This design comes from an exercise in tuning for small area, a short achievable clock period and few clock cycles per item on the open sky130 flow, not from production work. At most, simulation tests tie the RTL to the original design; equivalence was not proved. No functional check of the RTL was part of runs 1, 2 and 5.

==> flow/design.v (outline; a module is shown in full before it is edited, if it fits) <==
// module sbc_div_step: 36 lines
// module sbc_min_upd: 26 lines
// module sbc_mul24: 1082 lines
// module swept_box_collision_response_unit: 320 lines
// module sbc_push: 19 lines
module swept_box_collision_response_unit (
    input  wire         clk,
    input  wire         rst_n,
    input  wire         psel,
    input  wire         penable,
    input  wire         pwrite,
    input  wire  [2:0]  paddr,
    input  wire  [31:0] pwdata,
    output logic [31:0] prdata,
    output logic        pready,
    input  wire         in_valid,
    output logic        in_ready,
    input  wire  signed [23:0] own_left,
    input  wire  signed [23:0] own_top,
    input  wire  [22:0] own_width,
    input  wire  [22:0] own_height,
    input  wire  signed [23:0] own_speed_x,
    input  wire  signed [23:0] own_speed_y,
    input  wire  signed [23:0] other_left,
    input  wire  signed [23:0] other_top,
    input  wire  [22:0] other_width,
    input  wire  [22:0] other_height,
    input  wire  signed [23:0] other_speed_x,
    input  wire  signed [23:0] other_speed_y,
    output logic        out_valid,
    input  wire         out_ready,
    output logic signed [23:0] new_left,
    output logic signed [23:0] new_top,
    output logic        overlapped,
    output logic [3:0]  contact_flags
);
  // ...
==> flow/run.sh <==
#!/bin/bash
# synth_recipe.tcl (not shown) runs the flow's synth.tcl, then flattens the netlist and writes it again
# the make line also repeats each setting of config.mk as NAME=value (left out here)
make -C /OpenROAD-flow-scripts/flow DESIGN_CONFIG=/design/flow/config.mk WORK_HOME=/design/flow/orfs CLKGATE_MAP_FILE= SYNTH_SCRIPT=/design/flow/synth_recipe.tcl finish
==> flow/config.mk <==
export PLATFORM = sky130hd
export DESIGN_NAME = swept_box_collision_response_unit
export DESIGN_NICKNAME = swept_box_collision_response_unit
export VERILOG_FILES = /design/flow/design.v
export SDC_FILE = /design/flow/constraint.sdc
export NUM_CORES = 4
export LEC_CHECK = 0
export CAP_MARGIN = 20
export CORE_MARGIN = 2
export CORE_UTILIZATION = 60
export SETUP_SLACK_MARGIN = 5
export SLEW_MARGIN = 20
==> flow/constraint.sdc <==
create_clock -name core_clock -period 10.0 [get_ports {clk}]
set_input_delay 2.0000 -clock core_clock [delete_from_list [all_inputs] [get_ports {clk}]]
set_output_delay 2.0000 -clock core_clock [all_outputs]
set_load 0.01 [all_outputs]
==> impl_metrics.env, run 1 <==
export IMPL_outcome="complete, no violations"
export IMPL_multi_input_area_share_pct=36.15
export IMPL_busiest_layer="met2"
export IMPL_layout_commonest_cell="edfxtp_1"
export IMPL_max_slew_margin_rel_pct=21.62
export IMPL_stdcell_area_um2=298400
export IMPL_synth_top_family_by_area="adder cells"
export IMPL_min_from="fl[2][1]"
export IMPL_yosysTopAreaCell="edfxtp_1"
export IMPL_min_path_type="reg2reg"
export IMPL_cts_buffers_inserted=541
export IMPL_postSynthCellCount=20580
export IMPL_synth_main_ff_cell="edfxtp_1"
export IMPL_synth_area_um2=269100
export IMPL_n_clock_buffer=662
export IMPL_yosys_area_share_simple_pct=7.909
export IMPL_synth_area_leaders="edfxtp_1 (55%), fa_1 (12%), ha_1 (7.5%), inv_1 (3.9%), a21oi_1 (2.0%)"
export IMPL_track_usage_pct=23.61
export IMPL_wirelength_mm=527.2
export IMPL_finalSetupViolations=0
export IMPL_place_congestion=0.9006
export IMPL_met3_wirelength_mm=23.85
export IMPL_crit_start="dt24[6]"
export IMPL_timing_rr_start="dt24[6]"
export IMPL_synthXorXnorAreaFrac_pct=2.929
export IMPL_nFlopsAndLatches=4996
export IMPL_grt_overflow=0
export IMPL_finalCoreUtilization_pct=66.90
export IMPL_final_max_slew_violation_count=0
export IMPL_fin_hold_ws_ps=391.0
export IMPL_dp_hpwl_mm=380.3
export IMPL_largestClassByArea="sequential cells"
export IMPL_clock_skew_ps=56.99
export IMPL_antenna_found_initial=20
export IMPL_crit_path_start_kind="flip-flop"
export IMPL_final_nets=24780
export IMPL_clkTransAtPathRegs_ps=60
==> run 2, diff against run 1 <==
==> flow/flow/run.sh (new file) <==
#!/bin/bash
# Standard layout (the standard.sh: standard synthesis, ORFS flow, same
# config) with a tighter setup repair target: SETUP_SLACK_MARGIN below is
# the slack, at the design's clock period, that ORFS's repair_timing aims for.
set -euo pipefail
MARGIN=$(cat flow/margin.txt)
sed -e "s|CLKGATE_MAP_FILE= |CLKGATE_MAP_FILE= SETUP_SLACK_MARGIN=${MARGIN} |" standard.sh > standard_margin.sh
bash standard_margin.sh > standard_margin.log 2>&1
==> flow/flow/margin.txt (new file) <==
5.4
==> flow/standard.sh (new file) <==
#!/bin/bash
# synth_recipe.tcl (not shown) runs the flow's synth.tcl, then flattens the netlist and writes it again
# the make line also repeats each setting of config.mk as NAME=value (left out here)
make -C /OpenROAD-flow-scripts/flow DESIGN_CONFIG=/design/flow/config.mk WORK_HOME=/design/flow/orfs CLKGATE_MAP_FILE= SYNTH_SCRIPT=/design/flow/synth_recipe.tcl "${@:-finish}"
--- a/flow/config.mk
+++ b/flow/config.mk
@@ -8,5 +8,4 @@
 export CAP_MARGIN = 20
 export CORE_MARGIN = 2
 export CORE_UTILIZATION = 60
-export SETUP_SLACK_MARGIN = 5
 export SLEW_MARGIN = 20
removed: flow/run.sh
==> impl_metrics.env, run 2 <==
export IMPL_min_path_type="reg2reg"
export IMPL_port_buffers=394
export IMPL_final_nets=24870
export IMPL_hold_buffers=0
export IMPL_clock_skew_ps=57.77
export IMPL_synth_avg_cell_area_um2=13.08
export IMPL_period_needed_ps=4643
export IMPL_synth_seq_area_share_pct=55.44
export IMPL_yosys_area_top_type_share_pct=54.55
export IMPL_viasPerCell=5.521
export IMPL_wirelength_mm=539.0
export IMPL_dieArea_um2=453900
export IMPL_die_h_um=673.8
export IMPL_cts_tree="done"
export IMPL_timing_final_hold_violations=0
export IMPL_finalSetupViolations=0
export IMPL_vias=153000
export IMPL_critPathArrivalTime_ps=5390
export IMPL_synth_area_leaders="edfxtp_1 (55%), fa_1 (12%), ha_1 (7.5%), inv_1 (3.9%), a21oi_1 (2.0%)"
export IMPL_dp_slack_ps=3552
export IMPL_yosys_area_share_simple_pct=7.909
export IMPL_max_slew_margin_rel_pct=22.53
export IMPL_grt_pass1_wl_mm=852.8
export IMPL_yosysTopAreaCell="edfxtp_1"
export IMPL_tns_ps=0
export IMPL_synthDistinctLibCells=94
export IMPL_insertion_delay_ps=1030
export IMPL_drt_initial_drc_count=10010
export IMPL_layout_setup_ws_ps=5357
export IMPL_synth_area_um2=269100
export IMPL_first_pass_iters=5
export IMPL_drc=0
export IMPL_place_congestion=0.9006
export IMPL_wl_per_cell_um=19.45
export IMPL_grt_max_degree=191
export IMPL_worst_pin_slew_ps=1162
export IMPL_final_max_slew_violation_count=0
export IMPL_cts_root_buffer="clkbuf_16"
export IMPL_ant_nets=0
export IMPL_layout_commonest_cell="edfxtp_1"
export IMPL_synth_commonest_cells="edfxtp_1 (4889), inv_1 (2822), ha_1 (1622)"
export IMPL_fin_hold_ws_ps=390.8
export IMPL_start_util_pct=60.34
export IMPL_synthXorXnorAreaFrac_pct=2.929
export IMPL_dp_hpwl_mm=380.3
export IMPL_io_pins=414
export IMPL_ys_warn_count=42
export IMPL_grt_pass1_vias=156300
export IMPL_synthMuxAreaShare_pct=1.914
export IMPL_rsz0062_at_grt="true"
export IMPL_critPathMaxFanout=9
export IMPL_end_kind="flip-flop"
export IMPL_worstPathRequired_ps=10750
export IMPL_outcome="complete, no violations"
export IMPL_finalCritPeriodShare_pct=46.43
export IMPL_mostFrequentLayoutCells="edfxtp_1 (4889), inv_1 (2810), ha_1 (1613), fa_1 (1568), nand2_1 (1287)"
export IMPL_clkTransAtPathRegs_ps=70
export IMPL_crit_path_start_kind="flip-flop"
export IMPL_cts_sinks=4996
export IMPL_rows=245
export IMPL_htree_levels=6
export IMPL_worstSetupPathType="reg2reg"
export IMPL_post_synth_top_count_cell="edfxtp_1"
export IMPL_drive_above_1_share_pct=7.549
export IMPL_synth_edf_count=4889
export IMPL_antenna_found_initial=24
export IMPL_synth_compound_area_share_pct=7.863
export IMPL_grt_overflow=0
export IMPL_synth_top_family_by_area="adder cells"
export IMPL_die_w_um=673.8
export IMPL_synth_fa_ha_area_share_pct=19.29
export IMPL_maxCapViolCount=0
export IMPL_clock_path_buffers=4
export IMPL_track_usage_pct=23.93
export IMPL_fmax_mhz=215.4
export IMPL_postSynthCellCount=20580
export IMPL_ys_ff_latch=4996
export IMPL_area_delta_synth_final_pct=11.60
export IMPL_synth_main_ff_cell="edfxtp_1"
export IMPL_cts_buffers_inserted=541
export IMPL_async_flop_share_pct=1.081
export IMPL_core_um2=446000
## run 2: per-layer routing
layer	vias to the layer above	track usage [%]	part of all wire, %
li1	73350	-	-
met1	74990	31.19	41
met2	3493	40.81	49
met3	1133	3.069	4.9
met4	0	9.949	4.5
met5	-	0	0
## run 2: per-stage QoR
step,instance area (um2),cells,util (%)
finish,300400,27710,67.34
global route,300300,27700,67.34
CTS,299200,27650,67.07
detailed placement,280800,26630,62.95
global placement,280800,26630,62.95
floorplan,269200,20590,-
## run 2: cells by family (layout without fill, tap and decap cells)
group                    Yosys count  in the layout
flip-flops                      4996           4996
multiplexers                     478            478
other                              2             22
AO/OA/AOI/OAI                   3355           3355
AND/OR/NAND/NOR                 4335           4335
XOR/XNOR                         900            900
buffers and inverters           3315           4490
adder cells (fa/ha/maj)         3202           3202
## run 2: layout make-up
cell class,instances,area [um2]
Sequential cell,4996,149200
Fill cell,32170,145700
Multi-Input combinational cell,12280,108700
Clock buffer,662,14150
Inverter,2824,10620
Tap cell,5928,7417
Timing Repair Buffer,700,7056
Clock inverter,304,3196
Antenna cell,13,32.53
## run 2: worst max-delay path, stage by stage, from the launching register on
cell,delay (ps)
edfxtp_1,540
ha_1,520
nand2b_1,180
a2bb2oi_1,290
o21ai_0,130
or4_1,510
a2111oi_0,430
nand4_1,180
nor4_1,260
and4_1,280
o2111ai_2,340
nand3_4,210
buf_12,170
buf_6,120
buf_16,180
nor2_4,40
## run 2: worst paths after layout
| kind | startpoint | to | slack, ps | depth (start not counted) |
|---|---|---|---|---|
| min reg2reg | ol[18][18] | ol[19][18] | 390 | 0 |
| max in group asynchronous | rst_n | sk_v | 8110 | 1 |
| max | e1_ow[18] | ax[0][3] | 5360 | 15 |
| min | ol[18][18] | ol[19][18] | 390 | 0 |
| min in group asynchronous | rst_n | tick_reg[1] | 1120 | 1 |
| max reg2reg | e1_ow[18] | ax[0][3] | 5360 | 15 |
## run 2: repair_timing
item | 4_1_cts | 5_1_grt
gates cloned | 7 | 9
hold endpoints to repair | 0 | 0
pin swaps | 20 | 58
setup endpoints to repair | 178 | 169
gates resized for setup | 232 | 177
buffers inserted | 52 | 30
==> module swept_box_collision_response_unit, before the edit <==
module swept_box_collision_response_unit (
    input  wire         clk,
    input  wire         rst_n,
    input  wire         psel,
    input  wire         penable,
    input  wire         pwrite,
    input  wire  [2:0]  paddr,
    input  wire  [31:0] pwdata,
    output logic [31:0] prdata,
    output logic        pready,
    input  wire         in_valid,
    output logic        in_ready,
    input  wire  signed [23:0] own_left,
    input  wire  signed [23:0] own_top,
    input  wire  [22:0] own_width,
    input  wire  [22:0] own_height,
    input  wire  signed [23:0] own_speed_x,
    input  wire  signed [23:0] own_speed_y,
    input  wire  signed [23:0] other_left,
    input  wire  signed [23:0] other_top,
    input  wire  [22:0] other_width,
    input  wire  [22:0] other_height,
    input  wire  signed [23:0] other_speed_x,
    input  wire  signed [23:0] other_speed_y,
    output logic        out_valid,
    input  wire         out_ready,
    output logic signed [23:0] new_left,
    output logic signed [23:0] new_top,
    output logic        overlapped,
    output logic [3:0]  contact_flags
);
    logic [23:0] tick_reg;
    assign pready = 1'b1;
    always_ff @(posedge clk or negedge rst_n)
    begin
        if (!rst_n)
            tick_reg <= 24'd65536;
        else if (psel && penable && pwrite && !paddr[2])
            tick_reg <= pwdata[23:0];
    end
    assign prdata = paddr[2] ? 32'd0 : {8'd0, tick_reg};
    logic en;        
    logic sk_v;      
    assign en       = !sk_v;
    assign in_ready = en;
    logic               e1_v;
    logic signed [24:0] e1_dx, e1_dy;        
    logic [22:0]        e1_ow, e1_xw, e1_oh, e1_xh;
    logic signed [24:0] e1_dvx, e1_dvy;      
    logic [23:0]        e1_ol, e1_ot;
    always_ff @(posedge clk or negedge rst_n)
    begin
        if (!rst_n)
            e1_v <= 1'b0;
        else if (en)
            e1_v <= in_valid;
    end
    always_ff @(posedge clk)
    begin
        if (en)
        begin
            e1_dx  <= 25'(own_left) - 25'(other_left);
            e1_dy  <= 25'(own_top) - 25'(other_top);
            e1_ow  <= own_width;
            e1_xw  <= other_width;
            e1_oh  <= own_height;
            e1_xh  <= other_height;
            e1_dvx <= 25'(own_speed_x) - 25'(other_speed_x);
            e1_dvy <= 25'(own_speed_y) - 25'(other_speed_y);
            e1_ol  <= own_left;
            e1_ot  <= own_top;
        end
    end
    logic signed [26:0] tcx, tcy;
    logic               cx, cy, hx, hy;
    logic signed [25:0] iwx, iwy;
    logic               e2_hit_n;
    logic [1:0]         e2_fx, e2_fy;
    always_comb
    begin
        tcx = 27'(e1_ow) + 27'(e1_dx) - 27'(e1_xw);
        tcy = 27'(e1_oh) + 27'(e1_dy) - 27'(e1_xh);
        cx  = tcx[26];
        cy  = tcy[26];
        iwx = cx ? 26'(e1_ow) + (e1_dx[24] ? 26'(e1_dx) : 26'sd0)
                 : 26'(e1_xw) - (e1_dx[24] ? 26'sd0 : 26'(e1_dx));
        iwy = cy ? 26'(e1_oh) + (e1_dy[24] ? 26'(e1_dy) : 26'sd0)
                 : 26'(e1_xh) - (e1_dy[24] ? 26'sd0 : 26'(e1_dy));
        hx  = (e1_ow != 23'd0) && (e1_xw != 23'd0)
           && ($signed(26'(e1_ow) + 26'(e1_dx)) > 26'sd0) && ($signed(26'(e1_xw) - 26'(e1_dx)) > 26'sd0);
        hy  = (e1_oh != 23'd0) && (e1_xh != 23'd0)
           && ($signed(26'(e1_oh) + 26'(e1_dy)) > 26'sd0) && ($signed(26'(e1_xh) - 26'(e1_dy)) > 26'sd0);
        e2_hit_n = hx && hy;
        e2_fx = {!(e1_dx <= 25'sd0) && !cx, e1_dx <= 25'sd0};
        e2_fy = {!(e1_dy <= 25'sd0) && !cy, e1_dy <= 25'sd0};
    end
    logic        dv_v [0:24];
    logic [23:0] rx   [0:24];
    logic [23:0] ry   [0:24];
    logic [23:0] ax   [0:24];
    logic [23:0] ay   [0:24];
    logic        stx  [0:24];        
    logic        sty  [0:24];
    logic        xlt  [0:24];        
    logic        ylt  [0:24];        
    logic        tlt  [0:24];        
    logic        mlt  [0:24];        
    logic [23:0] mq   [0:24];        
    logic        sgx  [0:24];
    logic        sgy  [0:24];
    logic        hit  [0:24];
    logic [3:0]  fl   [0:24];        
    logic [23:0] ol   [0:24];
    logic [23:0] ot   [0:24];
    always_ff @(posedge clk or negedge rst_n)
    begin
        if (!rst_n)
            dv_v[0] <= 1'b0;
        else if (en)
            dv_v[0] <= e1_v;
    end
    always_ff @(posedge clk)
    begin
        if (en)
        begin
            rx[0]  <= {1'b0, iwx[22:0]};
            ry[0]  <= {1'b0, iwy[22:0]};
            ax[0]  <= e2_hit_n ? (e1_dvx[24] ? 24'(-e1_dvx) : e1_dvx[23:0]) : 24'd0;
            ay[0]  <= e2_hit_n ? (e1_dvy[24] ? 24'(-e1_dvy) : e1_dvy[23:0]) : 24'd0;
            sgx[0] <= e1_dvx[24];
            sgy[0] <= e1_dvy[24];
            hit[0] <= e2_hit_n;
            fl[0]  <= {e2_fx, e2_fy};
            ol[0]  <= e1_ol;
            ot[0]  <= e1_ot;
        end
    end
    assign stx[0] = 1'b0;
    assign sty[0] = 1'b0;
    assign xlt[0] = 1'b0;
    assign ylt[0] = 1'b0;
    assign tlt[0] = 1'b0;
    assign mlt[0] = 1'b0;
    assign mq[0]  = 24'd0;
    logic [23:0] dt24;
    for (genvar s = 1; s <= 24; s++)
    begin : g_div
        logic [23:0] rx_n, ry_n, mq_n;
        logic        bx, by, stx_n, sty_n, xlt_n, ylt_n, tlt_n, mlt_n, mb;
        if (s < 24)
        begin : g_step
            sbc_div_step u_dx (.r(rx[s-1]), .a(ax[s-1]), .r_o(rx_n), .q_o(bx));
            sbc_div_step u_dy (.r(ry[s-1]), .a(ay[s-1]), .r_o(ry_n), .q_o(by));
        end
        else
        begin : g_last
            assign bx   = {rx[s-1], 1'b0} >= {1'b0, ax[s-1]};
            assign by   = {ry[s-1], 1'b0} >= {1'b0, ay[s-1]};
            assign rx_n = 24'd0;
            assign ry_n = 24'd0;
        end
        if (s == 1)
        begin : g_first
            assign stx_n = rx[0] >= ax[0];
            assign sty_n = ry[0] >= ay[0];
        end
        else
        begin : g_rest
            assign stx_n = stx[s-1];
            assign sty_n = sty[s-1];
        end
        sbc_min_upd u_min (
            .xlt (xlt[s-1]), .ylt (ylt[s-1]), .tlt (tlt[s-1]), .mlt (mlt[s-1]),
            .ex  (stx_n || bx), .ey (sty_n || by), .tb (tick_reg[24-s]),
            .xlt_o (xlt_n), .ylt_o (ylt_n), .tlt_o (tlt_n), .mlt_o (mlt_n), .mb (mb)
        );
        assign mq_n = {mq[s-1][22:0], mb};
        always_ff @(posedge clk or negedge rst_n)
        begin
            if (!rst_n)
                dv_v[s] <= 1'b0;
            else if (en)
                dv_v[s] <= dv_v[s-1];
        end
        always_ff @(posedge clk)
        begin
            if (en)
            begin
                if (s < 24)
                begin
                    rx[s]  <= rx_n;
                    ry[s]  <= ry_n;
                    stx[s] <= stx_n;
                    sty[s] <= sty_n;
                    xlt[s] <= xlt_n;
                    tlt[s] <= tlt_n;
                    mlt[s] <= mlt_n;
                    mq[s]  <= mq_n;
                end
                else
                    dt24   <= tlt_n ? tick_reg : mq_n;
                ylt[s] <= ylt_n;
                ax[s]  <= ax[s-1];
                ay[s]  <= ay[s-1];
                sgx[s] <= sgx[s-1];
                sgy[s] <= sgy[s-1];
                hit[s] <= hit[s-1];
                fl[s]  <= fl[s-1];
                ol[s]  <= ol[s-1];
                ot[s]  <= ot[s-1];
            end
        end
    end
    logic        mvx, mvy, selx, sely;
    logic [3:0]  fl_n;
    logic [47:0] psx, pcx, ptx, psy, pcy, pty;
    always_comb
    begin
        mvx  = ax[24] != 24'd0;
        mvy  = ay[24] != 24'd0;
        selx = mvx && !ylt[24];
        sely = mvy && !selx;
        fl_n = selx ? {fl[24][3:2], 2'b00} : (sely ? {2'b00, fl[24][1:0]} : 4'd0);
    end
    sbc_mul24 u_mx (.x(dt24), .y(ax[24]), .s(psx), .c(pcx), .t(ptx));
    sbc_mul24 u_my (.x(dt24), .y(ay[24]), .s(psy), .c(pcy), .t(pty));
    logic        m1_v;
    logic [47:0] m1_sx, m1_cx, m1_tx, m1_sy, m1_cy, m1_ty;
    logic [23:0] m1_ol, m1_ot;
    logic        m1_sgx, m1_sgy, m1_hit;
    logic [3:0]  m1_fl;
    always_ff @(posedge clk or negedge rst_n)
    begin
        if (!rst_n)
            m1_v <= 1'b0;
        else if (en)
            m1_v <= dv_v[24];
    end
    always_ff @(posedge clk)
    begin
        if (en)
        begin
            m1_sx  <= psx;
            m1_cx  <= pcx;
            m1_tx  <= ptx;
            m1_sy  <= psy;
            m1_cy  <= pcy;
            m1_ty  <= pty;
            m1_sgx <= sgx[24];
            m1_sgy <= sgy[24];
            m1_hit <= hit[24];
            m1_fl  <= fl_n;
            m1_ol  <= ol[24];
            m1_ot  <= ot[24];
        end
    end
    logic [47:0] px, py;
    assign px = m1_sx + m1_cx + m1_tx;
    assign py = m1_sy + m1_cy + m1_ty;
    logic        m2_v;
    logic [23:0] m2_hx, m2_hy, m2_ol, m2_ot;
    logic        m2_nx, m2_ny, m2_sgx, m2_sgy, m2_hit;
    logic [3:0]  m2_fl;
    always_ff @(posedge clk or negedge rst_n)
    begin
        if (!rst_n)
            m2_v <= 1'b0;
        else if (en)
            m2_v <= m1_v;
    end
    always_ff @(posedge clk)
    begin
        if (en)
        begin
            m2_hx  <= m1_sgx ? px[47:24] : ~px[47:24];
            m2_hy  <= m1_sgy ? py[47:24] : ~py[47:24];
            m2_nx  <= !m1_sgx || (px[23:0] != 24'd0);
            m2_ny  <= !m1_sgy || (py[23:0] != 24'd0);
            m2_sgx <= m1_sgx;
            m2_sgy <= m1_sgy;
            m2_hit <= m1_hit;
            m2_fl  <= m1_fl;
            m2_ol  <= m1_ol;
            m2_ot  <= m1_ot;
        end
    end
    logic [23:0] nl_n, nt_n;
    sbc_push u_push_l (.c(m2_ol), .h(m2_hx), .ci(m2_nx), .sg(m2_sgx), .r(nl_n));
    sbc_push u_push_t (.c(m2_ot), .h(m2_hy), .ci(m2_ny), .sg(m2_sgy), .r(nt_n));
    logic        o_v;
    logic [52:0] o_d, sk_d, pd;
    assign pd = {nl_n, nt_n, m2_hit, m2_fl};
    always_ff @(posedge clk or negedge rst_n)
    begin
        if (!rst_n)
        begin
            o_v  <= 1'b0;
            sk_v <= 1'b0;
        end
        else if (!o_v || out_ready)
        begin
            o_v  <= sk_v || m2_v;
            sk_v <= 1'b0;
        end
        else if (!sk_v)
            sk_v <= m2_v;
    end
    always_ff @(posedge clk)
    begin
        if (!o_v || out_ready)
            o_d <= sk_v ? sk_d : pd;
        if (!sk_v)
            sk_d <= pd;
    end
    assign out_valid     = o_v;
    assign new_left      = o_d[52:29];
    assign new_top       = o_d[28:5];
    assign overlapped    = o_d[4];
    assign contact_flags = o_d[3:0];
endmodule
==> run 3, diff against run 2 <==
--- a/flow/design.v
+++ b/flow/design.v
@@ -1187,14 +1187,29 @@
     end
     assign prdata = paddr[2] ? 32'd0 : {8'd0, tick_reg};
     logic en;        
-    logic sk_v;      
-    assign en       = !sk_v;
+    logic o_v;
+    assign en       = !o_v || out_ready;
     assign in_ready = en;
-    logic               e1_v;
-    logic signed [24:0] e1_dx, e1_dy;        
-    logic [22:0]        e1_ow, e1_xw, e1_oh, e1_xh;
-    logic signed [24:0] e1_dvx, e1_dvy;      
-    logic [23:0]        e1_ol, e1_ot;
+    logic        e1_cx_n, e1_cy_n, e1_hit_n;
+    logic [22:0] e1_ux_n, e1_vx_n, e1_uy_n, e1_vy_n;
+    logic [1:0]  e1_fx_n, e1_fy_n;
+    logic signed [24:0] dvx_p, dvx_m, dvy_p, dvy_m;
+    logic        hx, hy;
+    sbc_axis u_ax (.ol(own_left), .ow(own_width), .xl(other_left), .xw(other_width),
+                   .u(e1_ux_n), .v(e1_vx_n), .c(e1_cx_n), .h(hx), .f(e1_fx_n));
+    sbc_axis u_ay (.ol(own_top), .ow(own_height), .xl(other_top), .xw(other_height),
+                   .u(e1_uy_n), .v(e1_vy_n), .c(e1_cy_n), .h(hy), .f(e1_fy_n));
+    always_comb
+    begin
+        dvx_p = 25'(own_speed_x) - 25'(other_speed_x);
+        dvx_m = 25'(other_speed_x) - 25'(own_speed_x);
+        dvy_p = 25'(own_speed_y) - 25'(other_speed_y);
+        dvy_m = 25'(other_speed_y) - 25'(own_speed_y);
+        e1_hit_n = hx && hy;
+    end
+    logic        e1_v;
+    logic [22:0] e1_ux, e1_vx, e1_uy, e1_vy;
+    logic        e1_cx, e1_cy;
     always_ff @(posedge clk or negedge rst_n)
     begin
         if (!rst_n)
@@ -1202,52 +1217,12 @@
         else if (en)
             e1_v <= in_valid;
     end
-    always_ff @(posedge clk)
-    begin
-        if (en)
-        begin
-            e1_dx  <= 25'(own_left) - 25'(other_left);
-            e1_dy  <= 25'(own_top) - 25'(other_top);
-            e1_ow  <= own_width;
-            e1_xw  <= other_width;
-            e1_oh  <= own_height;
-            e1_xh  <= other_height;
-            e1_dvx <= 25'(own_speed_x) - 25'(other_speed_x);
-            e1_dvy <= 25'(own_speed_y) - 25'(other_speed_y);
-            e1_ol  <= own_left;
-            e1_ot  <= own_top;
-        end
-    end
-    logic signed [26:0] tcx, tcy;
-    logic               cx, cy, hx, hy;
-    logic signed [25:0] iwx, iwy;
-    logic               e2_hit_n;
-    logic [1:0]         e2_fx, e2_fy;
-    always_comb
-    begin
-        tcx = 27'(e1_ow) + 27'(e1_dx) - 27'(e1_xw);
-        tcy = 27'(e1_oh) + 27'(e1_dy) - 27'(e1_xh);
-        cx  = tcx[26];
-        cy  = tcy[26];
-        iwx = cx ? 26'(e1_ow) + (e1_dx[24] ? 26'(e1_dx) : 26'sd0)
-                 : 26'(e1_xw) - (e1_dx[24] ? 26'sd0 : 26'(e1_dx));
-        iwy = cy ? 26'(e1_oh) + (e1_dy[24] ? 26'(e1_dy) : 26'sd0)
-                 : 26'(e1_xh) - (e1_dy[24] ? 26'sd0 : 26'(e1_dy));
-        hx  = (e1_ow != 23'd0) && (e1_xw != 23'd0)
-           && ($signed(26'(e1_ow) + 26'(e1_dx)) > 26'sd0) && ($signed(26'(e1_xw) - 26'(e1_dx)) > 26'sd0);
-        hy  = (e1_oh != 23'd0) && (e1_xh != 23'd0)
-           && ($signed(26'(e1_oh) + 26'(e1_dy)) > 26'sd0) && ($signed(26'(e1_xh) - 26'(e1_dy)) > 26'sd0);
-        e2_hit_n = hx && hy;
-        e2_fx = {!(e1_dx <= 25'sd0) && !cx, e1_dx <= 25'sd0};
-        e2_fy = {!(e1_dy <= 25'sd0) && !cy, e1_dy <= 25'sd0};
-    end
     logic        dv_v [0:24];
     logic [23:0] rx   [0:24];
     logic [23:0] ry   [0:24];
     logic [23:0] ax   [0:24];
     logic [23:0] ay   [0:24];
-    logic        stx  [0:24];        
-    logic        sty  [0:24];
+    logic        stx1, sty1;         
     logic        xlt  [0:24];        
     logic        ylt  [0:24];        
     logic        tlt  [0:24];        
@@ -1255,66 +1230,76 @@
     logic [23:0] mq   [0:24];        
     logic        sgx  [0:24];
     logic        sgy  [0:24];
-    logic        hit  [0:24];
+    logic        hit0;               
     logic [3:0]  fl   [0:24];        
     logic [23:0] ol   [0:24];
     logic [23:0] ot   [0:24];
-    always_ff @(posedge clk or negedge rst_n)
-    begin
-        if (!rst_n)
-            dv_v[0] <= 1'b0;
-        else if (en)
-            dv_v[0] <= e1_v;
-    end
     always_ff @(posedge clk)
     begin
         if (en)
         begin
-            rx[0]  <= {1'b0, iwx[22:0]};
-            ry[0]  <= {1'b0, iwy[22:0]};
-            ax[0]  <= e2_hit_n ? (e1_dvx[24] ? 24'(-e1_dvx) : e1_dvx[23:0]) : 24'd0;
-            ay[0]  <= e2_hit_n ? (e1_dvy[24] ? 24'(-e1_dvy) : e1_dvy[23:0]) : 24'd0;
-            sgx[0] <= e1_dvx[24];
-            sgy[0] <= e1_dvy[24];
-            hit[0] <= e2_hit_n;
-            fl[0]  <= {e2_fx, e2_fy};
-            ol[0]  <= e1_ol;
-            ot[0]  <= e1_ot;
-        end
-    end
-    assign stx[0] = 1'b0;
-    assign sty[0] = 1'b0;
-    assign xlt[0] = 1'b0;
-    assign ylt[0] = 1'b0;
-    assign tlt[0] = 1'b0;
-    assign mlt[0] = 1'b0;
-    assign mq[0]  = 24'd0;
+            e1_ux  <= e1_ux_n;
+            e1_vx  <= e1_vx_n;
+            e1_uy  <= e1_uy_n;
+            e1_vy  <= e1_vy_n;
+            e1_cx  <= e1_cx_n;
+            e1_cy  <= e1_cy_n;
+            ax[0]  <= dvx_p[24] ? dvx_m[23:0] : dvx_p[23:0];
+            ay[0]  <= dvy_p[24] ? dvy_m[23:0] : dvy_p[23:0];
+            sgx[0] <= dvx_p[24];
+            sgy[0] <= dvy_p[24];
+            hit0   <= e1_hit_n;
+            fl[0]  <= {e1_fx_n, e1_fy_n};
+            ol[0]  <= own_left;
+            ot[0]  <= own_top;
+        end
+    end
+    assign dv_v[0] = e1_v;
+    assign rx[0]   = {1'b0, e1_cx ? e1_ux : e1_vx};
+    assign ry[0]   = {1'b0, e1_cy ? e1_uy : e1_vy};
+    assign xlt[0]  = 1'b0;
+    assign ylt[0]  = 1'b0;
+    assign tlt[0]  = 1'b0;
+    assign mlt[0]  = 1'b0;
+    assign mq[0]   = 24'd0;
     logic [23:0] dt24;
     for (genvar s = 1; s <= 24; s++)
     begin : g_div
         logic [23:0] rx_n, ry_n, mq_n;
+        logic [23:0] rx_i, ry_i;
         logic        bx, by, stx_n, sty_n, xlt_n, ylt_n, tlt_n, mlt_n, mb;
-        if (s < 24)
-        begin : g_step
-            sbc_div_step u_dx (.r(rx[s-1]), .a(ax[s-1]), .r_o(rx_n), .q_o(bx));
-            sbc_div_step u_dy (.r(ry[s-1]), .a(ay[s-1]), .r_o(ry_n), .q_o(by));
-        end
-        else
-        begin : g_last
-            assign bx   = {rx[s-1], 1'b0} >= {1'b0, ax[s-1]};
-            assign by   = {ry[s-1], 1'b0} >= {1'b0, ay[s-1]};
-            assign rx_n = 24'd0;
-            assign ry_n = 24'd0;
-        end
         if (s == 1)
         begin : g_first
             assign stx_n = rx[0] >= ax[0];
             assign sty_n = ry[0] >= ay[0];
+            assign rx_i  = rx[0];
+            assign ry_i  = ry[0];
+        end
+        else if (s == 2)
+        begin : g_second
+            assign stx_n = 1'b0;
+            assign sty_n = 1'b0;
+            assign rx_i  = stx1 ? ax[1] : rx[1];
+            assign ry_i  = sty1 ? ay[1] : ry[1];
         end
         else
         begin : g_rest
-            assign stx_n = stx[s-1];
-            assign sty_n = sty[s-1];
+            assign stx_n = 1'b0;
+            assign sty_n = 1'b0;
+            assign rx_i  = rx[s-1];
+            assign ry_i  = ry[s-1];
+        end
+        if (s < 24)
+        begin : g_step
+            sbc_div_step u_dx (.r(rx_i), .a(ax[s-1]), .r_o(rx_n), .q_o(bx));
+            sbc_div_step u_dy (.r(ry_i), .a(ay[s-1]), .r_o(ry_n), .q_o(by));
+        end
+        else
+        begin : g_last
+            assign bx   = {rx_i, 1'b0} >= {1'b0, ax[s-1]};
+            assign by   = {ry_i, 1'b0} >= {1'b0, ay[s-1]};
+            assign rx_n = 24'd0;
+            assign ry_n = 24'd0;
         end
         sbc_min_upd u_min (
             .xlt (xlt[s-1]), .ylt (ylt[s-1]), .tlt (tlt[s-1]), .mlt (mlt[s-1]),
@@ -1337,8 +1322,11 @@
                 begin
                     rx[s]  <= rx_n;
                     ry[s]  <= ry_n;
-                    stx[s] <= stx_n;
-                    sty[s] <= sty_n;
+                    if (s == 1)
+                    begin
+                        stx1 <= stx_n;
+                        sty1 <= sty_n;
+                    end
                     xlt[s] <= xlt_n;
                     tlt[s] <= tlt_n;
                     mlt[s] <= mlt_n;
@@ -1347,11 +1335,10 @@
                 else
                     dt24   <= tlt_n ? tick_reg : mq_n;
                 ylt[s] <= ylt_n;
-                ax[s]  <= ax[s-1];
-                ay[s]  <= ay[s-1];
-                sgx[s] <= sgx[s-1];
+                ax[s]  <= (s > 1 || hit0) ? ax[s-1] : 24'd0;
+                ay[s]  <= (s > 1 || hit0) ? ay[s-1] : 24'd0;
+                sgx[s] <= (s > 1 || hit0) ? sgx[s-1] : 1'b1;
                 sgy[s] <= sgy[s-1];
-                hit[s] <= hit[s-1];
                 fl[s]  <= fl[s-1];
                 ol[s]  <= ol[s-1];
                 ot[s]  <= ot[s-1];
@@ -1395,7 +1382,7 @@
             m1_ty  <= pty;
             m1_sgx <= sgx[24];
             m1_sgy <= sgy[24];
-            m1_hit <= hit[24];
+            m1_hit <= mvx || !sgx[24];
             m1_fl  <= fl_n;
             m1_ol  <= ol[24];
             m1_ot  <= ot[24];
@@ -1434,30 +1421,18 @@
     logic [23:0] nl_n, nt_n;
     sbc_push u_push_l (.c(m2_ol), .h(m2_hx), .ci(m2_nx), .sg(m2_sgx), .r(nl_n));
     sbc_push u_push_t (.c(m2_ot), .h(m2_hy), .ci(m2_ny), .sg(m2_sgy), .r(nt_n));
-    logic        o_v;
-    logic [52:0] o_d, sk_d, pd;
-    assign pd = {nl_n, nt_n, m2_hit, m2_fl};
+    logic [52:0] o_d;
     always_ff @(posedge clk or negedge rst_n)
     begin
         if (!rst_n)
-        begin
-            o_v  <= 1'b0;
-            sk_v <= 1'b0;
-        end
-        else if (!o_v || out_ready)
-        begin
-            o_v  <= sk_v || m2_v;
-            sk_v <= 1'b0;
-        end
-        else if (!sk_v)
-            sk_v <= m2_v;
+            o_v <= 1'b0;
+        else if (en)
+            o_v <= m2_v;
     end
     always_ff @(posedge clk)
     begin
-        if (!o_v || out_ready)
-            o_d <= sk_v ? sk_d : pd;
-        if (!sk_v)
-            sk_d <= pd;
+        if (en)
+            o_d <= {nl_n, nt_n, m2_hit, m2_fl};
     end
     assign out_valid     = o_v;
     assign new_left      = o_d[52:29];
@@ -1465,6 +1440,52 @@
     assign overlapped    = o_d[4];
     assign contact_flags = o_d[3:0];
 endmodule
+module sbc_axis (
+    input  wire  [23:0] ol,
+    input  wire  [22:0] ow,
+    input  wire  [23:0] xl,
+    input  wire  [22:0] xw,
+    output logic [22:0] u,
+    output logic [22:0] v,
+    output logic        c,
+    output logic        h,
+    output logic [1:0]  f
+);
+    logic [26:0] eo, ew, ex, exw, nx, no, nxw, m1, m2, m3;
+    logic [26:0] s1, c1, s2, c2, s3, c3, a1, a2, b1, b2, e;
+    logic        dneg, dle;
+    always_comb
+    begin
+        eo   = {{3{ol[23]}}, ol};
+        ew   = {4'b0000, ow};
+        ex   = {{3{xl[23]}}, xl};
+        exw  = {4'b0000, xw};
+        nx   = ~ex;
+        no   = ~eo;
+        nxw  = ~exw;
+        s1   = eo ^ ew ^ nx;
+        m1   = (eo & ew) | (eo & nx) | (ew & nx);
+        c1   = {m1[25:0], 1'b1};
+        a1   = s1 + c1;
+        b1   = s1 + {m1[25:0], 1'b0};
+        s2   = s1 ^ c1 ^ nxw;
+        m2   = (s1 & c1) | (s1 & nxw) | (c1 & nxw);
+        c2   = {m2[25:0], 1'b1};
+        e    = s2 + c2;
+        s3   = ex ^ exw ^ no;
+        m3   = (ex & exw) | (ex & no) | (exw & no);
+        c3   = {m3[25:0], 1'b1};
+        a2   = s3 + c3;
+        b2   = s3 + {m3[25:0], 1'b0};
+        dneg = $signed(ol) < $signed(xl);
+        dle  = $signed(ol) <= $signed(xl);
+        u    = dneg ? a1[22:0] : ow;
+        v    = dneg ? xw : a2[22:0];
+        c    = e[26];
+        h    = (ow != 23'd0) && (xw != 23'd0) && !b1[26] && !b2[26];
+        f    = {!dle && !c, dle};
+    end
+endmodule
 module sbc_push (
     input  wire  [23:0] c,
     input  wire  [23:0] h,
==> impl_metrics.env, run 3 <==
export IMPL_nFillCells=31450
export IMPL_clock_skew_ps=64.22
export IMPL_drt_initial_drc_count=8053
export IMPL_synth_seq_area_share_pct=54.24
export IMPL_htree_levels=5
export IMPL_min_path_type="reg2reg"
export IMPL_synth_area_um2=258700
export IMPL_dieArea_um2=436400
export IMPL_critPathMaxFanout=2
export IMPL_ant_nets=0
export IMPL_max_slew_margin_rel_pct=25.86
export IMPL_antenna_found_initial=21
export IMPL_io_pins=414
export IMPL_final_max_slew_violation_count=0
export IMPL_area_delta_synth_final_pct=11.44
export IMPL_final_cells=26710
export IMPL_layout_setup_ws_ps=5173
export IMPL_post_synth_top_count_cell="edfxtp_1"
export IMPL_rows=241
export IMPL_yosysTopAreaCell="edfxtp_1"
export IMPL_synth_avg_cell_area_um2=13.00
export IMPL_stdcell_area_um2=288300
export IMPL_worstSetupPathType="in2reg"
export IMPL_cts_root_buffer="clkbuf_16"
export IMPL_wl_per_cell_um=18.05
export IMPL_placed_cell_area_um2=269800
export IMPL_dp_cells=25690
export IMPL_cts_buffers_inserted=484
export IMPL_synthDistinctLibCells=95
export IMPL_grt_max_degree=200
export IMPL_insertion_delay_ps=1030
export IMPL_finalCoreUtilization_pct=67.04
export IMPL_worstPathRequired_ps=10720
export IMPL_timing_final_hold_violations=0
export IMPL_fin_hold_ws_ps=361.8
export IMPL_die_h_um=660.6
export IMPL_dp_hpwl_mm=343.9
export IMPL_tns_ps=0
export IMPL_grt_pass1_wl_mm=777.3
export IMPL_crit_path_start_kind="primary input"
export IMPL_maxCapViolCount=0
export IMPL_period_needed_ps=4827
export IMPL_final_nets=24190
export IMPL_first_pass_iters=6
export IMPL_synth_commonest_cells="edfxtp_1 (4629), inv_1 (2985), fa_1 (1668)"
export IMPL_drc=0
export IMPL_mostFrequentLayoutCells="edfxtp_1 (4629), inv_1 (2939), fa_1 (1652), ha_1 (1587), a21oi_1 (1277)"
export IMPL_layout_commonest_cell="edfxtp_1"
export IMPL_fmax_mhz=207.2
export IMPL_synth_edf_count=4629
export IMPL_drive_above_1_share_pct=8.514
export IMPL_grt_overflow=0
export IMPL_die_w_um=660.6
export IMPL_yosys_area_top_type_share_pct=53.74
export IMPL_async_flop_share_pct=1.111
export IMPL_ys_warn_count=37
export IMPL_postSynthCellCount=19900
export IMPL_vias=144400
export IMPL_clkTransAtPathRegs_ps=60
export IMPL_core_um2=430000
export IMPL_outcome="complete, no violations"
export IMPL_track_usage_pct=22.39
export IMPL_start_util_pct=60.16
export IMPL_finalSetupViolations=0
export IMPL_synth_main_ff_cell="edfxtp_1"
export IMPL_clock_path_buffers=4
export IMPL_synth_area_leaders="edfxtp_1 (54%), fa_1 (13%), ha_1 (7.9%), inv_1 (4.3%), a21oi_1 (2.5%)"
export IMPL_rsz0062_at_grt="true"
export IMPL_ys_ff_latch=4681
export IMPL_port_buffers=394
export IMPL_end_kind="flip-flop"
export IMPL_finalCritPeriodShare_pct=48.27
export IMPL_wirelength_mm=482.0
export IMPL_cts_sinks=4681
export IMPL_viasPerCell=5.408
export IMPL_critPathArrivalTime_ps=5550
export IMPL_cts_tree="done"
export IMPL_grt_pass1_vias=149900
export IMPL_dp_slack_ps=3026
export IMPL_place_congestion=0.8752
export IMPL_worst_pin_slew_ps=1112
-- run 3: cell count changes after synthesis, sizes merged, moves of 63 or more --
cell    before   now
nand2     1287  1000
xnor2      484   421
a21oi     1060  1318
mux2i      185   104
mux2       293   401
fa        1580  1668
inv       2823  2989
nor2       969  1106
o21ai      753   539
edfxtp    4889  4629
-- run 3: per-layer routing --
layer / track usage [%] / routed length [um] / vias up
met5: 0 / 0 / -
met4: 8.454 / 19910 / 0
met3: 3.164 / 23050 / 1017
met2: 39.74 / 244700 / 2966
met1: 27.85 / 194300 / 70650
li1: - / - / 69810
-- run 3: kinds of logic (layout without fill, tap and decap cells) --
family	Yosys count	after routing	synth area share, %
other	2	20	0.002903
adder cells (fa/ha/maj)	3294	3294	20.77
AO/OA/AOI/OAI	3194	3195	7.658
XOR/XNOR	786	786	2.664
multiplexers	505	505	2.148
AND/OR/NAND/NOR	3925	3927	7.364
flip-flops	4681	4681	54.24
buffers and inverters	3517	4591	5.146
-- run 3: final timing paths --
path | start | end | slack, ps | cells after the start
max | own_left[1] | fl[0][3] | 5170 | 17
min | ot[3][23] | ot[4][23] | 360 | 0
max reg2reg | dt24[13] | m1_cx[26] | 5520 | 13
min reg2reg | ot[3][23] | ot[4][23] | 360 | 0
max in group asynchronous | rst_n | dv_v[23] | 8260 | 1
min in group asynchronous | rst_n | tick_reg[1] | 1080 | 1
-- run 3: final cells by class --
type	count	area [um2]	share of cell area [%]
sequential	4681	140300	48.67
multi-input combinational	11720	106600	36.99
clock buffer	589	12600	4.371
inverter	2989	11250	3.901
tap	5710	7144	2.478
timing repair buffer	697	6792	2.356
clock inverter	316	3532	1.225
antenna	11	27.53	0.009549
-- run 3: timing repair --
item,in CTS,in global routing
pin swaps,84,105
hold buffers,0,0
resized for setup,330,279
endpoints found under the setup margin,998,800
gates cloned,6,6
setup buffers,50,40
endpoints found under the hold margin,0,0
-- run 3: critical path, stage by stage --
cell	delay [ps]
buf_12	80
inv_4	30
fa_2	580
fa_1	430
inv_2	80
ha_4	190
nor2b_4	110
o21a_1	180
o21a_1	190
o21ai_2	160
a21oi_2	90
o41a_1	470
o31ai_4	350
a21boi_2	100
o31a_1	280
o221ai_2	180
nor2_1	50
Testbench counts of run 3, summed over its fixed seeds: cycles 9,824, items 9,600.
==> run 4, diff against run 3 <==
--- a/flow/config.mk
+++ b/flow/config.mk
@@ -8,4 +8,5 @@
 export CAP_MARGIN = 20
 export CORE_MARGIN = 2
 export CORE_UTILIZATION = 60
+export CTS_BUF_LIST = sky130_fd_sc_hd__clkbuf_8
 export SLEW_MARGIN = 20
==> impl_metrics.env, run 4 <==
export IMPL_die_w_um=660.6
export IMPL_synth_seq_area_share_pct=54.24
export IMPL_viasPerCell=5.355
export IMPL_fmax_mhz=213.5
export IMPL_dp_hpwl_mm=343.9
export IMPL_seqCellArea_um2=140300
export IMPL_synth_commonest_cells="edfxtp_1 (4629), inv_1 (2985), fa_1 (1668)"
export IMPL_postSynthCellCount=19900
export IMPL_crit_path_start_kind="primary input"
export IMPL_finalCoreUtilization_pct=66.31
export IMPL_worstPathRequired_ps=8000
export IMPL_finalCritPeriodShare_pct=46.83
export IMPL_clock_skew_ps=54.55
export IMPL_end_kind="primary output"
export IMPL_post_synth_top_count_cell="edfxtp_1"
export IMPL_antenna_found_initial=27
export IMPL_critPathArrivalTime_ps=2680
export IMPL_multi_input_area_um2=106100
export IMPL_insertion_delay_ps=1250
export IMPL_synth_area_leaders="edfxtp_1 (54%), fa_1 (13%), ha_1 (7.9%), inv_1 (4.3%), a21oi_1 (2.5%)"
export IMPL_timing_final_hold_violations=0
export IMPL_cts_tree="done"
export IMPL_drc=0
export IMPL_wl_per_cell_um=17.70
export IMPL_core_um2=430000
export IMPL_port_buffers=394
export IMPL_yosysTopAreaCell="edfxtp_1"
export IMPL_rsz0062_at_grt="true"
export IMPL_outcome="complete, no violations"
export IMPL_final_nets=24420
export IMPL_start_util_pct=60.16
export IMPL_clock_path_buffers=4
export IMPL_finalSetupViolations=0
export IMPL_area_delta_synth_final_pct=10.24
export IMPL_layout_commonest_cell="edfxtp_1"
export IMPL_cts_buffers_inserted=763
export IMPL_yosys_area_top_type_share_pct=53.74
export IMPL_max_slew_margin_rel_pct=25.43
export IMPL_tns_ps=0
export IMPL_grt_overflow=0
export IMPL_track_usage_pct=22.34
export IMPL_rows=241
export IMPL_wirelength_mm=480.4
export IMPL_grt_pass1_wl_mm=777.1
export IMPL_first_pass_iters=5
export IMPL_critPathMaxFanout=3
export IMPL_ant_nets=0
export IMPL_drt_initial_drc_count=7982
export IMPL_die_h_um=660.6
export IMPL_drive_above_1_share_pct=8.643
export IMPL_worst_pin_slew_ps=1119
export IMPL_maxCapViolCount=0
export IMPL_place_congestion=0.8752
export IMPL_dieArea_um2=436400
export IMPL_synthDistinctLibCells=95
export IMPL_synth_area_um2=258700
export IMPL_grt_pass1_vias=152000
export IMPL_final_max_slew_violation_count=0
export IMPL_hold_buffers=0
export IMPL_htree_levels=6
export IMPL_synth_edf_count=4629
export IMPL_synth_main_ff_cell="edfxtp_1"
export IMPL_cts_root_buffer="clkbuf_8"
export IMPL_mostFrequentLayoutCells="edfxtp_1 (4629), inv_1 (3206), fa_1 (1660), ha_1 (1614), a21oi_1 (1288)"
export IMPL_async_flop_share_pct=1.111
export IMPL_synth_avg_cell_area_um2=13.00
export IMPL_vias=145300
export IMPL_io_pins=414
export IMPL_worstSetupPathType="in2out"
export IMPL_clkTransAtPathRegs_ps=60
export IMPL_ys_ff_latch=4681
export IMPL_cts_sinks=4681
export IMPL_period_needed_ps=4683
export IMPL_min_path_type="reg2reg"
export IMPL_nFillCells=32060
export IMPL_grt_max_degree=209
export IMPL_ys_warn_count=37
==> run 4: changes by cell type in the layout (fill, tap and decap cells not counted), sizes merged, moves of 32 or more <==
| cell | previous run | this run |
|---|---|---|
| clkbuf | 618 | 790 |
| clkinv | 223 | 284 |
| buf | 313 | 264 |
| clkdlybuf4s50 | 275 | 317 |
| inv | 3006 | 3265 |
| bufinv | 50 | 18 |
==> run 4: critical path, cell delays in order <==
cell and delay [ps]:
buf_8 90, nand2b_4 150, buf_16 170, buf_6 180
==> run 4: final timing paths <==
path                       slack, ps           end  depth (start not counted)      start
min                              380     ol[24][0]                          0  ol[23][0]
min reg2reg                      380     ol[24][0]                          0  ol[23][0]
max in group asynchronous       8450  tick_reg[19]                          1      rst_n
max reg2reg                     5500     m1_cx[26]                         13   dt24[13]
min in group asynchronous        840   tick_reg[1]                          1      rst_n
max                             5320      in_ready                          4  out_ready
==> run 4: cell type report <==
cell class / instances / share of cell area (%)
Sequential cell: 4681 / 49.21
Clock inverter: 595 / 1.165
Multi-Input combinational cell: 11720 / 37.22
Antenna cell: 22 / 0.01931
Tap cell: 5710 / 2.506
Clock buffer: 771 / 3.721
Timing Repair Buffer: 654 / 2.224
Inverter: 2989 / 3.938
==> run 4: cell families after synthesis <==
family	Yosys count	share of synthesized area, %
simple gates	3925	7.364
buf+inv	3517	5.146
other cells	2	0.002903
xor+xnor	786	2.664
flops	4681	54.24
compound gates	3194	7.658
fa+ha+maj	3294	20.77
mux	505	2.148
==> run 4: timing repair <==
action | 4_1_cts | 5_1_grt
gates cloned | 2 | 4
endpoints found under the setup margin | 205 | 298
pin swaps | 25 | 69
gates resized for setup | 154 | 194
setup buffers | 24 | 28
==> run 4: stage by stage <==
step / cells / area [um2] / hold slack (ps) / setup slack [ps]
global placement: 25690 / 269700 / 400.3 / 2970
CTS: 27080 / 284200 / 393.4 / 5158
floorplan: 19910 / 258700 / 400.3 / -4969
detailed placement: 25690 / 269800 / 404.5 / 3026
finish: 27140 / 285100 / 382.0 / 5317
global route: 27130 / 285100 / 388.0 / 5129
==> run 4: routing by layer <==
layer | global-route usage [%] | up-vias | wire [um]
met5 | 0 | - | 13
met4 | 9.283 | 2 | 20660
met3 | 3.655 | 1056 | 25260
met2 | 39.31 | 3158 | 242700
met1 | 27.40 | 70710 | 191800
li1 | - | 70400 | -
==> run 5, diff against run 4 <==
--- a/flow/design.v
+++ b/flow/design.v
@@ -1187,8 +1187,8 @@
     end
     assign prdata = paddr[2] ? 32'd0 : {8'd0, tick_reg};
     logic en;        
-    logic o_v;
-    assign en       = !o_v || out_ready;
+    logic sk_v;      
+    assign en       = !sk_v;
     assign in_ready = en;
     logic        e1_cx_n, e1_cy_n, e1_hit_n;
     logic [22:0] e1_ux_n, e1_vx_n, e1_uy_n, e1_vy_n;
@@ -1421,18 +1421,30 @@
     logic [23:0] nl_n, nt_n;
     sbc_push u_push_l (.c(m2_ol), .h(m2_hx), .ci(m2_nx), .sg(m2_sgx), .r(nl_n));
     sbc_push u_push_t (.c(m2_ot), .h(m2_hy), .ci(m2_ny), .sg(m2_sgy), .r(nt_n));
-    logic [52:0] o_d;
+    logic        o_v;
+    logic [52:0] o_d, sk_d, pd;
+    assign pd = {nl_n, nt_n, m2_hit, m2_fl};
     always_ff @(posedge clk or negedge rst_n)
     begin
         if (!rst_n)
-            o_v <= 1'b0;
-        else if (en)
-            o_v <= m2_v;
+        begin
+            o_v  <= 1'b0;
+            sk_v <= 1'b0;
+        end
+        else if (!o_v || out_ready)
+        begin
+            o_v  <= sk_v || m2_v;
+            sk_v <= 1'b0;
+        end
+        else if (!sk_v)
+            sk_v <= m2_v;
     end
     always_ff @(posedge clk)
     begin
-        if (en)
-            o_d <= {nl_n, nt_n, m2_hit, m2_fl};
+        if (!o_v || out_ready)
+            o_d <= sk_v ? sk_d : pd;
+        if (!sk_v)
+            sk_d <= pd;
     end
     assign out_valid     = o_v;
     assign new_left      = o_d[52:29];
==> flow/flow/run.sh (replaced) <==
#!/bin/bash
# Standard layout (the standard.sh: standard synthesis, ORFS flow, same
# config) with these ORFS settings added on make's command line:
#   SETUP_SLACK_MARGIN (flow/margin.txt): the slack, at the design's clock
#     period, that ORFS's repair_timing aims for;
#   flow/extra.txt: further make variables (sizing freedom, port buffer cell).
# All of make's output goes to standard_margin.log; ORFS keeps each step's
# own log under orfs/logs.
set -euo pipefail
MARGIN=$(cat flow/margin.txt)
EXTRA=$(cat flow/extra.txt)
sed -e "s|CLKGATE_MAP_FILE= |CLKGATE_MAP_FILE= SETUP_SLACK_MARGIN=${MARGIN} ${EXTRA} |" standard.sh > standard_margin.sh
bash standard_margin.sh > standard_margin.log 2>&1
==> flow/flow/extra.txt (new file) <==
'BUFFER_PORTS_ARGS=-buffer_cell sky130_fd_sc_hd__buf_4'
==> impl_metrics.env, run 5 <==
export IMPL_insertion_delay_ps=1230
export IMPL_port_buffers=394
export IMPL_rsz0062_at_grt="true"
export IMPL_final_cells=27190
export IMPL_cp_top_family="compound AO/OA/AOI/OAI gates"
export IMPL_track_usage_pct=23.00
export IMPL_area_delta_synth_final_pct=9.818
export IMPL_period_needed_ps=4678
export IMPL_cts_buffers_inserted=760
export IMPL_hold_buffers=0
export IMPL_timing_rr_start="dt24[19]"
export IMPL_min_path_type="reg2reg"
export IMPL_final_max_slew_violation_count=0
export IMPL_start_util_pct=60.13
export IMPL_r2r_cells=10
export IMPL_worstPathRequired_ps=10940
export IMPL_critPathMaxFanout=4
export IMPL_grt_pass1_wl_mm=804.5
export IMPL_final_nets=24440
export IMPL_finalSetupViolations=0
export IMPL_ys_ff_latch=4735
export IMPL_vias=146100
export IMPL_dp_cells=25730
export IMPL_synth_edf_count=4629
export IMPL_critPathCapture="fl[0][1]"
export IMPL_core_um2=433600
export IMPL_timing_final_hold_violations=0
export IMPL_worstPathCellList="buf_4 -> inv_1 -> fa_2 -> fa_1 -> inv_1 -> ha_1 -> nor2b_1 -> o21a_1 -> o21a_1 -> o21ai_2 -> a21oi_1 -> o41a_1 -> o31ai_4 -> a21boi_1 -> o31a_1 -> o31ai_2 -> nor2_1"
export IMPL_grt_overflow=0
export IMPL_antenna_found_initial=16
export IMPL_tns_ps=0
export IMPL_viasPerCell=5.372
export IMPL_clock_path_buffers=4
export IMPL_post_synth_top_count_cell="edfxtp_1"
export IMPL_nFillCells=32090
export IMPL_place_congestion=0.8671
export IMPL_end_kind="flip-flop"
export IMPL_synth_area_leaders="edfxtp_1 (53%), fa_1 (13%), ha_1 (7.8%), inv_1 (4.4%), a21oi_1 (2.3%)"
export IMPL_dieArea_um2=439800
export IMPL_dp_hpwl_mm=362.4
export IMPL_postSynthCellCount=19920
export IMPL_finalCritPeriodShare_pct=46.78
export IMPL_first_pass_iters=8
export IMPL_drive_above_1_share_pct=10.43
export IMPL_synth_area_um2=260700
export IMPL_cp_num_buf_inv=3
export IMPL_die_w_um=663.2
export IMPL_crit_start="own_top[1]"
export IMPL_yosysTopAreaCell="edfxtp_1"
export IMPL_regToRegSetupSlack_ps=5480
export IMPL_crit_cells=17
export IMPL_synth_commonest_cells="edfxtp_1 (4629), inv_1 (3051), fa_1 (1668)"
export IMPL_synth_main_ff_cell="edfxtp_1"
export IMPL_r2r_end="m1_cx[32]"
export IMPL_drc=0
export IMPL_die_h_um=663.2
export IMPL_async_flop_share_pct=1.119
export IMPL_io_pins=414
export IMPL_grt_max_degree=200
export IMPL_rows=242
export IMPL_wl_per_cell_um=18.43
export IMPL_htree_levels=6
export IMPL_holdPathStages=0
export IMPL_mostFrequentLayoutCells="edfxtp_1 (4629), inv_1 (3292), fa_1 (1661), ha_1 (1625), a21oi_1 (1186)"
export IMPL_fmax_mhz=213.8
export IMPL_worstSetupPathType="in2reg"
export IMPL_ant_nets=0
export IMPL_multi_input_area_um2=106600
export IMPL_yosys_area_top_type_share_pct=53.32
export IMPL_cts_root_buffer="clkbuf_8"
export IMPL_crit_path_start_kind="primary input"
export IMPL_slowest_delay_ps=510
export IMPL_outcome="complete, no violations"
export IMPL_ys_warn_count=37
export IMPL_clock_skew_ps=52.43
export IMPL_critPathArrivalTime_ps=5620
export IMPL_drt_initial_drc_count=8456
export IMPL_wirelength_mm=501.2
export IMPL_clkTransAtPathRegs_ps=60
export IMPL_synth_avg_cell_area_um2=13.09
export IMPL_layout_commonest_cell="edfxtp_1"
export IMPL_max_slew_margin_rel_pct=11.29
export IMPL_worst_pin_slew_ps=1326
export IMPL_cts_sinks=4735
export IMPL_seqCellArea_um2=141400
export IMPL_maxCapViolCount=0
export IMPL_synth_seq_area_share_pct=54.23
export IMPL_synthDistinctLibCells=91
export IMPL_critPathSlowestCell="fa_2"
export IMPL_grt_pass1_vias=153400
export IMPL_cts_tree="done"
==> run 5: cell count changes after synthesis, moves of 66 or more <==
| cell | change |
|---|---|
| nor2_1 | -220 |
| a21oi_1 | -119 |
| a21o_1 | +114 |
| mux2_2 | +108 |
| nand2_1 | +100 |
| nand3_1 | -96 |
| o21ai_0 | +82 |
| inv_1 | +66 |
==> run 5: final cells by class <==
cell class,count,share of cell area (%)
Inverter,3052,4.003
Clock inverter,603,1.252
Multi-Input combinational cell,11640,37.23
Tap cell,5734,2.506
Antenna cell,11,0.009614
Timing Repair Buffer,630,1.867
Clock buffer,779,3.745
Sequential cell,4735,49.39
==> run 5: worst register-to-register path: cells and delay by family, from the launching register on <==
kind / cells / cell delay, ps
buf+inv: 4 / 830
fa+ha+maj: 5 / 2430
flops: 1 / 730
simple gates: 1 / 280
==> run 5: metrics by stage <==
step / util, % / cell area [um2] / hold slack (ps) / setup slack, ps
6_report: 66.03 / 286300 / 379.5 / 5322
2_1_floorplan: - / 260700 / 400.3 / -59830
4_1_cts: 65.85 / 285500 / 380.1 / 5219
3_5_place_dp: 62.44 / 270700 / 404.5 / 3563
5_1_grt: 66.03 / 286300 / 375.7 / 5278
3_3_place_gp: 62.44 / 270700 / 400.1 / 3613
==> run 5: layer usage <==
layer	GRT usage [%]	vias to the layer above	wire, um	part of all wire, %
li1	-	70610	-	-
met1	28.46	71370	202200	40
met2	40.98	3070	255700	51
met3	3.381	1003	23510	4.7
met4	8.604	14	19710	3.9
met5	0	-	86	0.017
==> run 5: kinds of logic after synthesis <==
group                    after synthesis  share of synthesized area (%)
multiplexers                         599                          2.525
AO/OA/AOI/OAI                       3193                          7.714
adder cells (fa/ha/maj)             3294                          20.61
XOR/XNOR                             775                          2.604
other                                  2                       0.002881
buffers and inverters               3553                          5.172
flip-flops                          4735                          54.23
AND/OR/NAND/NOR                     3771                          7.140
==> run 5: repair_timing <==
item	CTS	global route
gates resized for setup	48	105
pin swaps	6	16
gates cloned	1	5
buffers inserted	23	35
setup endpoints to repair	154	241
==> run 5: worst min-delay path by stage <==
stage,slack (ps),endpoint,start
floorplan,400,fl[10][0],fl[9][0]
global placement,400,ot[2][17],ot[1][17]
detailed placement,400,fl[11][2],fl[10][2]
CTS,380,ol[13][11],ol[12][11]
global route,380,ol[12][18],ol[11][18]
finish,380,ol[13][11],ol[12][11]

## afterwards: timing with drivers on the ports
No port has a modelled driver above. Below, the same layouts with a new extraction and two added sets of constraints.
Step 1 assumes that a clkbuf_16 drives the clock port and a buf_2 every other input.
Step 2 times the ports against the registers' clock, not the clock port: input delays grow and output delays shrink by t, the midpoint of the rising clock arrivals with the driver on.
Three values: ideal ports, drivers, drivers and shift; two values: the first two.
run | t, ns | setup WS [ns] | worst slew at a driven data input, ns
run 1 | 1.115 | 5.107 / 5.012 / 4.118 | 0.15
run 2 | 1.116 | 5.357 / 5.357 / 4.441 | 0.14
run 3 | 1.115 | 5.173 / 5.227 / 4.112 | 0.14
run 4 | 1.327 | 5.317 / 5.277 / 4.070 | 0.12
run 5 | 1.324 | 5.322 / 5.380 / 4.056 | 0.15
After both steps setup and hold are still met in every run listed. The setup slack of run 5, which loses most, moves by +0.058 ns with the drivers and by -1.266 ns with both steps.
